Source: an optimization exercise on an open RTL-to-GDS flow (aim: a short achievable clock period and few clock cycles). Production flows keep margins and buffers that such runs may drop. Only simulation tests tie the RTL to the original design; equivalence was not proved. Power and IR drop assume default switching activity.

$ cat flow/run.sh
#!/bin/bash
# synth_recipe.tcl (not shown) runs the flow's synth.tcl, then flattens the netlist and writes it again
# the make line also repeats each setting of config.mk as NAME=value (left out here)
make -C /OpenROAD-flow-scripts/flow DESIGN_CONFIG=/design/flow/config.mk WORK_HOME=/design/flow/orfs CLKGATE_MAP_FILE= SYNTH_SCRIPT=/design/flow/synth_recipe.tcl finish
$ cat flow/config.mk
export PLATFORM = sky130hd
export DESIGN_NAME = cpu_top
export DESIGN_NICKNAME = cpu_top
export VERILOG_FILES = /design/flow/design.v
export SDC_FILE = /design/flow/constraint.sdc
export NUM_CORES = 4
export LEC_CHECK = 0
export CAP_MARGIN = 20
export CORE_MARGIN = 2
export CORE_UTILIZATION = 25
export PLACE_DENSITY = 0.45
export SETUP_SLACK_MARGIN = 3
export SLEW_MARGIN = 20
export TNS_END_PERCENT = 10
$ cat flow/constraint.sdc
create_clock -name core_clock -period 10.0 [get_ports {clk}]
set_input_delay 2.0000 -clock core_clock [delete_from_list [all_inputs] [get_ports {clk}]]
set_output_delay 2.0000 -clock core_clock [all_outputs]
set_load 0.01 [all_outputs]
$ cat flow/design.v
package cpu_pkg;
    typedef logic [8-1:0] word_t;
    typedef logic [16-1:0]   count_t;
    typedef logic [1:0]             reg_sel_t;
    typedef enum logic [3:0] {
        SYS   = 4'b0000,
        ADD   = 4'b0001,
        ADDI  = 4'b0010,
        SUB   = 4'b0011,
        NEG   = 4'b0110,
        BGEZ0 = 4'b1000,
        BGEZ1 = 4'b1001,
        MOVE  = 4'b1010,
        STORE = 4'b1011,
        LOAD  = 4'b1100,
        LOADI = 4'b1101,
        JUMP  = 4'b1110
    } opcode_e;
    typedef enum logic [3:0] {
        NOP  = 4'b0000,
        HALT = 4'b1111
    } sys_e;
    typedef enum logic [1:0] {
        ALU_ADD = 2'd0,
        ALU_SUB = 2'd1,
        ALU_NEG = 2'd2
    } alu_op_e;
    typedef enum logic [2:0] {
        IDLE, FETCH, FETCH_WAIT, EXECUTE, MEM_WAIT, HALTED
    } ctrl_state_e;
endpackage
`timescale 1ns/1ps
module cpu_memory (
    input  logic           clk,
    input  logic           we,
    input  cpu_pkg::word_t waddr,
    input  cpu_pkg::word_t wdata,
    input  cpu_pkg::word_t fetch_addr,
    output cpu_pkg::word_t fetch_data,
    input  logic [5:0]     ld_addr,
    output cpu_pkg::word_t ld_data,
    input  cpu_pkg::word_t prog_addr,
    output cpu_pkg::word_t prog_rdata
);
    cpu_pkg::word_t ram [256];
    always_ff @(posedge clk) begin
        if (we) begin
            ram[waddr] <= wdata;
        end
    end
    assign fetch_data = ram[fetch_addr];
    assign ld_data    = ram[{2'b00, ld_addr}];
    assign prog_rdata = ram[prog_addr];   
endmodule
`timescale 1ns/1ps
module reg_file (
    input  logic              clk,
    input  logic              reset,
    input  logic [3:0]        wr_en,
    input  logic [31:0]       wr_data,   
    output logic [31:0]       regs       
);
    always_ff @(posedge clk) begin
        for (int i = 0; i < 4; i++) begin
            if (reset) begin
                regs[i*8 +: 8] <= '0;
            end else if (wr_en[i]) begin
                regs[i*8 +: 8] <= wr_data[i*8 +: 8];
            end
        end
    end
endmodule
`timescale 1ns/1ps
module alu (
    input  cpu_pkg::alu_op_e op,
    input  cpu_pkg::word_t   a,
    input  cpu_pkg::word_t   b,
    output cpu_pkg::word_t   result
);
    always_comb begin
        case (op)
            cpu_pkg::ALU_ADD: result = a + b;
            cpu_pkg::ALU_SUB: result = a - b;
            cpu_pkg::ALU_NEG: result = cpu_pkg::word_t'(0) - a;
            default: result = a + b;
        endcase
    end
endmodule
`timescale 1ns/1ps
module control_unit (
    input  logic               clk,
    input  logic               reset,
    input  logic               en,
    input  cpu_pkg::word_t     ir,         
    input  cpu_pkg::word_t     ld_val,     
    input  logic [31:0]        regs,
    input  cpu_pkg::word_t     alu_result,
    output cpu_pkg::alu_op_e   alu_op,
    output cpu_pkg::word_t     alu_a,
    output cpu_pkg::word_t     alu_b,
    output logic [3:0]         wr_en,
    output logic [31:0]        wr_data,
    output cpu_pkg::word_t     pc,
    output logic               mem_we,
    output cpu_pkg::word_t     mem_waddr,
    output cpu_pkg::word_t     mem_wdata,
    input  logic               prog_we,
    input  cpu_pkg::word_t     prog_addr,
    input  cpu_pkg::word_t     prog_wdata,
    output logic               halt,
    output cpu_pkg::count_t    cc
);
    logic           started;
    logic           exec;
    logic [3:0]     op;
    logic [1:0]     a, b;
    cpu_pkg::word_t rd, rs, r0, r3;
    cpu_pkg::word_t pc_inc;
    cpu_pkg::word_t pc_next;
    logic           is_halt;
    assign op = ir[7:4];
    assign a  = ir[3:2];
    assign b  = ir[1:0];
    assign rd = regs[a*8 +: 8];
    assign rs = regs[b*8 +: 8];
    assign r0 = regs[7:0];
    assign r3 = regs[31:24];
    assign exec    = !halt && (started || en);
    assign is_halt = (op == cpu_pkg::SYS) && (ir[3:0] == cpu_pkg::HALT);
    assign pc_inc  = pc + cpu_pkg::word_t'(1);
    assign alu_a = rd;
    assign alu_b = rs;
    always_comb begin
        case (op)
            cpu_pkg::SUB: alu_op = cpu_pkg::ALU_SUB;
            cpu_pkg::NEG: alu_op = cpu_pkg::ALU_NEG;
            default:      alu_op = cpu_pkg::ALU_ADD;
        endcase
    end
    always_comb begin
        wr_en   = 4'b0;
        wr_data = regs;
        case (op)
            cpu_pkg::ADD, cpu_pkg::SUB, cpu_pkg::NEG: begin
                wr_en[0]     = 1'b1;
                wr_data[7:0] = alu_result;
            end
            cpu_pkg::LOAD: begin
                wr_en[0]     = 1'b1;
                wr_data[7:0] = ld_val;
            end
            cpu_pkg::ADDI: begin
                wr_en[a]          = 1'b1;
                wr_data[a*8 +: 8] = rd + {6'b0, b};
            end
            cpu_pkg::LOADI: begin
                wr_en[a]          = 1'b1;
                wr_data[a*8 +: 8] = {6'b0, b};
            end
            cpu_pkg::MOVE: begin
                wr_en[a]          = 1'b1;
                wr_data[a*8 +: 8] = rs;
            end
            cpu_pkg::JUMP: begin
                wr_en[3]       = 1'b1;
                wr_data[31:24] = pc_inc;
            end
            default: ;
        endcase
        if (!exec) wr_en = 4'b0;
    end
    always_comb begin
        pc_next = pc_inc;
        case (op)
            cpu_pkg::SYS: if (ir[3:0] == cpu_pkg::HALT) pc_next = pc;
            cpu_pkg::BGEZ0, cpu_pkg::BGEZ1:
                if (!r0[7]) pc_next = {2'b00, ir[4], ir[3:0], 1'b0};
            cpu_pkg::JUMP: pc_next = rd;
            default: ;
        endcase
    end
    always_comb begin
        if (exec && op == cpu_pkg::STORE) begin
            mem_we    = 1'b1;
            mem_waddr = rd;
            mem_wdata = rs;
        end else begin
            mem_we    = prog_we && (halt || !started);
            mem_waddr = prog_addr;
            mem_wdata = prog_wdata;
        end
    end
    always_ff @(posedge clk) begin
        if (reset) begin
            started <= 1'b0;
            pc      <= cpu_pkg::word_t'(33);
            cc      <= '0;
            halt    <= 1'b0;
        end else if (exec) begin
            started <= 1'b1;
            pc      <= pc_next;
            cc      <= cc + cpu_pkg::count_t'(1);
            if (is_halt) halt <= 1'b1;
        end
    end
endmodule
`timescale 1ns/1ps
module cpu_top (
    input  logic            clk,
    input  logic            reset,
    input  logic            en,
    output logic            halt,
    output cpu_pkg::count_t cc,
    input  logic            prog_we,
    input  cpu_pkg::word_t  prog_addr,
    input  cpu_pkg::word_t  prog_wdata,
    output cpu_pkg::word_t  prog_rdata
);
    logic [31:0]       regs;
    logic [31:0]       wr_data;
    logic [3:0]        wr_en;
    cpu_pkg::word_t    ir, ld_val, pc;
    cpu_pkg::word_t    alu_a, alu_b, alu_result;
    cpu_pkg::alu_op_e  alu_op;
    logic              mem_we;
    cpu_pkg::word_t    mem_waddr, mem_wdata;
    control_unit u_ctrl (
        .clk(clk), .reset(reset), .en(en),
        .ir(ir), .ld_val(ld_val), .regs(regs),
        .alu_result(alu_result), .alu_op(alu_op), .alu_a(alu_a), .alu_b(alu_b),
        .wr_en(wr_en), .wr_data(wr_data), .pc(pc),
        .mem_we(mem_we), .mem_waddr(mem_waddr), .mem_wdata(mem_wdata),
        .prog_we(prog_we), .prog_addr(prog_addr), .prog_wdata(prog_wdata),
        .halt(halt), .cc(cc)
    );
    reg_file u_regs (
        .clk(clk), .reset(reset),
        .wr_en(wr_en), .wr_data(wr_data), .regs(regs)
    );
    alu u_alu (
        .op(alu_op), .a(alu_a), .b(alu_b), .result(alu_result)
    );
    cpu_memory u_mem (
        .clk(clk),
        .we(mem_we), .waddr(mem_waddr), .wdata(mem_wdata),
        .fetch_addr(pc), .fetch_data(ir),
        .ld_addr({regs[25:24], ir[3:0]}), .ld_data(ld_val),
        .prog_addr(prog_addr), .prog_rdata(prog_rdata)
    );
endmodule
==> flow_results.xml <==
<?xml version="1.0" encoding="UTF-8"?>
<metrics>
  <group name="clock_tree">
    <metric name="tritoncts.num_buffers" unit="">238</metric>
    <metric name="cts_num_sinks" unit="">2114</metric>
    <metric name="clk-insertion-delay-late" unit="ns">1.00</metric>
    <metric name="clock_tree_from_tritoncts" unit="">done</metric>
    <metric name="clock_tree.root_cell" unit="">sky130_fd_sc_hd__clkbuf_16</metric>
    <metric name="clk_transition_reported_paths" unit="ns">0.06</metric>
    <metric name="htree_levels" unit="">4</metric>
    <metric name="max_buffers_root_to_sink" unit="">4</metric>
    <metric name="cts_hold_buffers" unit="">0</metric>
  </group>
  <group name="synthesis">
    <metric name="synthesis.yosys.warnings" unit="">4</metric>
    <metric name="synthDominantCellAreaShare" unit="">0.582</metric>
    <metric name="async_reset_ff_frac" unit="">0</metric>
    <metric name="synth.avg_cell_area" unit="µm²">17.7</metric>
    <metric name="syn-instance-count" unit="">5990</metric>
    <metric name="synthesis.area" unit="mm²">0.106</metric>
    <metric name="synthDistinctLibCells" unit="">107</metric>
    <metric name="synth_ff_type" unit="">sky130_fd_sc_hd__edfxtp_1</metric>
    <metric name="post_synth_most_frequent_cells" unit="">sky130_fd_sc_hd__edfxtp_1, sky130_fd_sc_hd__mux4_2, sky130_fd_sc_hd__nand2_1</metric>
    <metric name="synthMostInstantiatedCell" unit="">sky130_fd_sc_hd__edfxtp_1</metric>
    <metric name="count_of_flip_flops_with_a_built_in_enable_after_synthesis" unit="">2048</metric>
    <metric name="synth-seq-cells" unit="">2114</metric>
    <metric name="synth.largest_area_cell" unit="">sky130_fd_sc_hd__edfxtp_1</metric>
    <metric name="synth_fp_nets" unit="">6033</metric>
    <metric name="post_synth_main_area_contributors" unit="">sky130_fd_sc_hd__edfxtp_1, sky130_fd_sc_hd__mux4_2, sky130_fd_sc_hd__mux2i_1</metric>
    <metric name="synth_sequential_area_ratio" unit="">0.594</metric>
  </group>
  <group name="cells_and_area">
    <metric name="synthToLayoutAreaGrowth" unit="%">18.8</metric>
    <metric name="post_layout_nonfiller_instances" unit="">12232</metric>
    <metric name="drive_gt1_frac" unit="">0.355</metric>
    <metric name="fin_util" unit="">0.298</metric>
    <metric name="final_net_count" unit="">6414</metric>
  </group>
  <group name="grt">
    <metric name="first_global_vias" unit="">66534</metric>
    <metric name="busiest_grt_layer" unit="">met2</metric>
    <metric name="groute.layer.met2.usage" unit="">0.311</metric>
    <metric name="grtUsageMet1" unit="">0.275</metric>
    <metric name="grt-ovfl-total" unit="">0</metric>
    <metric name="grt_start_max_net_pins" unit="">160</metric>
    <metric name="gr-usage-all-layers" unit="">0.203</metric>
    <metric name="globalRouteMet3Util" unit="">0.0432</metric>
    <metric name="grt_first_pass_wirelength" unit="mm">600</metric>
    <metric name="grt_antenna_before_repair" unit="">36</metric>
  </group>
  <group name="sta">
    <metric name="finalWorstPathRequiredPeriod" unit="ns">7.38</metric>
    <metric name="finalHoldViolCount" unit="">0</metric>
    <metric name="maxClockFrequency" unit="GHz">0.136</metric>
    <metric name="rsz0062_at_grt" unit="">true</metric>
    <metric name="maxSlewHeadroom" unit="">0.172</metric>
    <metric name="endpoints_failing_setup" unit="">0</metric>
    <metric name="fin_worst_skew" unit="ns">0.0850</metric>
    <metric name="layout_setup_ws" unit="ns">2.62</metric>
    <metric name="final.period_utilization" unit="">0.738</metric>
    <metric name="finalMaxSlewViolations" unit="">0</metric>
    <metric name="tns" unit="ns">0</metric>
    <metric name="worst_slew_pin_slew" unit="ns">1.24</metric>
  </group>
  <group name="drt">
    <metric name="detail_route.wl_per_cell" unit="µm">36.5</metric>
    <metric name="drt_iter0_markers" unit="">10549</metric>
    <metric name="route.final.wire_length" unit="mm">447</metric>
    <metric name="vias" unit="">68567</metric>
    <metric name="drcViolationCount" unit="">0</metric>
    <metric name="ant_nets" unit="">0</metric>
    <metric name="detailedRoute.firstPassIterationCount" unit="">6</metric>
    <metric name="average_vias_per_placed_instance" unit="">5.61</metric>
  </group>
  <group name="power_and_ir_drop">
    <metric name="power_frac_clock" unit="">0.236</metric>
    <metric name="switching_share" unit="">0.432</metric>
    <metric name="vdd.ir_drop.worst" unit="V">0.000350</metric>
    <metric name="netSwitchingPower" unit="mW">16.6</metric>
    <metric name="combinational_group_share_of_total_power" unit="">0.487</metric>
    <metric name="power_report.internal_total" unit="mW">21.7</metric>
    <metric name="seq_power_share" unit="">0.277</metric>
    <metric name="leakage" unit="nW">39.4</metric>
    <metric name="power_density" unit="mW/mm²">305</metric>
  </group>
  <group name="die">
    <metric name="initial_core_utilization" unit="">0.251</metric>
    <metric name="floorplan.die_area" unit="mm²">0.428</metric>
    <metric name="top_level_ports" unit="">45</metric>
    <metric name="die_w" unit="µm">654</metric>
    <metric name="die_height" unit="µm">654</metric>
    <metric name="core-area" unit="mm²">0.421</metric>
    <metric name="rows" unit="">238</metric>
  </group>
  <group name="setup_path">
    <metric name="critical-path-slowest-cell" unit="">sky130_fd_sc_hd__mux4_2</metric>
    <metric name="timing.setup.critical_path_class" unit="">in -&gt; out</metric>
    <metric name="r2r-end" unit="">u_mem.ram[74][1]</metric>
    <metric name="regToRegSetupSlack" unit="ns">2.67</metric>
    <metric name="cp.arrival" unit="ns">5.38</metric>
    <metric name="slowest_delay" unit="ns">0.71</metric>
    <metric name="reg2reg_depth" unit="">18</metric>
    <metric name="family_of_cells_with_the_greatest_summed_delay_on_the_critical_path" unit="">multiplexers</metric>
    <metric name="worst_path_most_repeated_cell" unit="">sky130_fd_sc_hd__mux4_2</metric>
    <metric name="cp_num_buf_inv" unit="">3</metric>
    <metric name="crit_path_end_kind" unit="">output port</metric>
    <metric name="crit_fanout" unit="">70</metric>
    <metric name="startpoint_type" unit="">primary input</metric>
    <metric name="worst-endpoint-required" unit="ns">8.00</metric>
    <metric name="path_cells" unit="">clkbuf_8 &gt; buf_12 &gt; mux4_2 &gt; mux4_2 &gt; mux4_2 &gt; buf_6</metric>
  </group>
  <group name="place">
    <metric name="io_buffer_count" unit="">44</metric>
    <metric name="finalWeightedCongestion" unit="">0.927</metric>
    <metric name="post-dp-hpwl" unit="mm">294</metric>
    <metric name="pre_cts_slack" unit="ns">1.59</metric>
    <metric name="post-place-cells" unit="">11673</metric>
  </group>
  <group name="hold_path">
    <metric name="min_to" unit="">u_regs.regs[22]</metric>
    <metric name="worst_hold_launch" unit="">u_regs.regs[22]</metric>
    <metric name="hold_depth" unit="">2</metric>
    <metric name="holdCritPathClass" unit="">reg -&gt; reg</metric>
  </group>
  <group name="outcome">
    <metric name="run_status" unit="">no timing/DRC/antenna violations</metric>
  </group>
  <group name="run">
    <metric name="max_cap_violations" unit="">0</metric>
  </group>
</metrics>
## power groups by stage
stage	clock network, mW	logic, mW	registers [mW]
after CTS	9.17	18.2	10.6
final	9.05	18.6	10.6
after detailed placement	0	17.6	10.9
after floorplan	0	10.8	10.8
after global routing	9.49	19.1	10.6
after global placement	0	17.6	10.8
## kinds of logic (layout without fill, tap and decap cells)
kind of cell             after synthesis  count (layout)  share of synthesized area
AND/OR/NAND/NOR                     1117            1119                     0.0469
AO/OA/AOI/OAI                        680             680                     0.0462
other                                  0              22                          0
adder cells (fa/ha/maj)               23              23                    0.00286
buffers and inverters                531            1109                     0.0260
XOR/XNOR                              37              37                    0.00306
flip-flops                          2114            2114                      0.594
multiplexers                        1488            1488                      0.281
## worst max path at each step
stage                 start         endpoint  slack [ns]  depth (start not counted)
2_1_floorplan      register  u_mem.ram[0][5]        1.83                         19
3_3_place_gp   prog_addr[2]    prog_rdata[7]        1.59                          7
3_5_place_dp   prog_addr[2]    prog_rdata[7]        1.59                          7
4_1_cts        prog_addr[0]    prog_rdata[7]        2.61                          8
5_1_grt        prog_addr[0]    prog_rdata[1]        2.65                         10
6_report       prog_addr[3]    prog_rdata[7]        2.62                          6
## placed cells by master (no fill, tap or decap), types with 99 or more instances in the layout
cell type	Yosys	routed
sky130_fd_sc_hd__buf_4	65	438
sky130_fd_sc_hd__mux4_2	1159	1159
sky130_fd_sc_hd__a21oi_1	116	113
sky130_fd_sc_hd__mux2i_1	279	279
sky130_fd_sc_hd__clkbuf_16	0	243
sky130_fd_sc_hd__nor2_1	374	317
sky130_fd_sc_hd__edfxtp_1	2048	2048
sky130_fd_sc_hd__nand2_1	410	394
sky130_fd_sc_hd__a22oi_1	129	128
sky130_fd_sc_hd__nand3_1	99	99
## metrics by stage
step                power [mW]  hold slack (ns)  instance area, µm²
CTS                       38.0            0.482              125000
floorplan                 21.6            0.442              106000
finish                    38.3            0.482              126000
global route              39.2            0.512              126000
global placement          28.4            0.455              115000
detailed placement        28.5            0.473              115000
## final cells by class
| cell class | count | area [µm²] |
|---|---|---|
| diodes | 22 | 55.1 |
| clock buffers | 279 | 6160 |
| clock inverters | 160 | 1720 |
| fillers | 41091 | 295000 |
| inverters | 49 | 234 |
| multi-input cells | 3347 | 40800 |
| flip-flops and latches | 2114 | 62800 |
| well taps | 5640 | 7060 |
| repair buffers | 619 | 6700 |
| repair inverters | 2 | 17.5 |
## repair_timing
item                                    in CTS  in global routing
gates resized for setup                    212                 34
cloned                                      31                  3
pin swaps                                    4                  1
setup buffers                               53                 11
endpoints found under the setup margin    1784               1335
## layer usage
metal	wire, µm	vias to the layer above	share of wire
met3	42800	835	0.096
met2	199000	4392	0.45
met1	180000	37195	0.40
met5	92	-	0.00021
met4	25100	14	0.056
li1	-	26131	-
## flip-flops by register name (all words and copies together) (netlist names), named ones only
name	cells
u_ctrl.cc	16
u_ctrl.halt	1
u_regs.regs	32
u_mem.ram	2048
u_ctrl.started	1
u_ctrl.pc	8
## worst register-to-register path, cell delays in order (launching register included)
cell and delay, ns:
sky130_fd_sc_hd__dfxtp_4 0.66, sky130_fd_sc_hd__buf_12 0.30, sky130_fd_sc_hd__buf_4 0.33, sky130_fd_sc_hd__mux4_2 0.41, sky130_fd_sc_hd__a22oi_1 0.17, sky130_fd_sc_hd__a21oi_1 0.14, sky130_fd_sc_hd__o21bai_1 0.65, sky130_fd_sc_hd__a32o_1 0.40
sky130_fd_sc_hd__a211o_1 0.49, sky130_fd_sc_hd__nand2b_1 0.24, sky130_fd_sc_hd__or3_2 0.72, sky130_fd_sc_hd__nor3b_1 0.31, sky130_fd_sc_hd__a31oi_1 0.07, sky130_fd_sc_hd__buf_4 0.21, sky130_fd_sc_hd__nor2_1 0.32, sky130_fd_sc_hd__nand2_2 0.67
sky130_fd_sc_hd__buf_4 0.48, sky130_fd_sc_hd__nor2_1 0.12, sky130_fd_sc_hd__buf_4 0.26
Testbench counts, summed over its fixed seeds: cycles 12,721.

## separate check: timing with driven ports
In the flow no input, the clock included, has a driving cell. The finished layout below was timed again as built, in two steps.
Step 1 assumes that a clkbuf_16 drives the clock port and a buf_2 every other input.
Step 2 times the ports against the registers' clock, not the clock port: input delays grow and output delays shrink by t, the midpoint of the rising clock arrivals with the driver on.
Three values: ideal, step 1, step 2; two values: the first two.
t, ns: 1.054
setup slack, ns: 2.624 / 2.410 / 2.410
worst data-port slew with drivers (ns): 0.24
After both steps this run still meets setup and hold. The setup slack of this run moves by -0.214 ns with the drivers and by -0.214 ns with both steps.
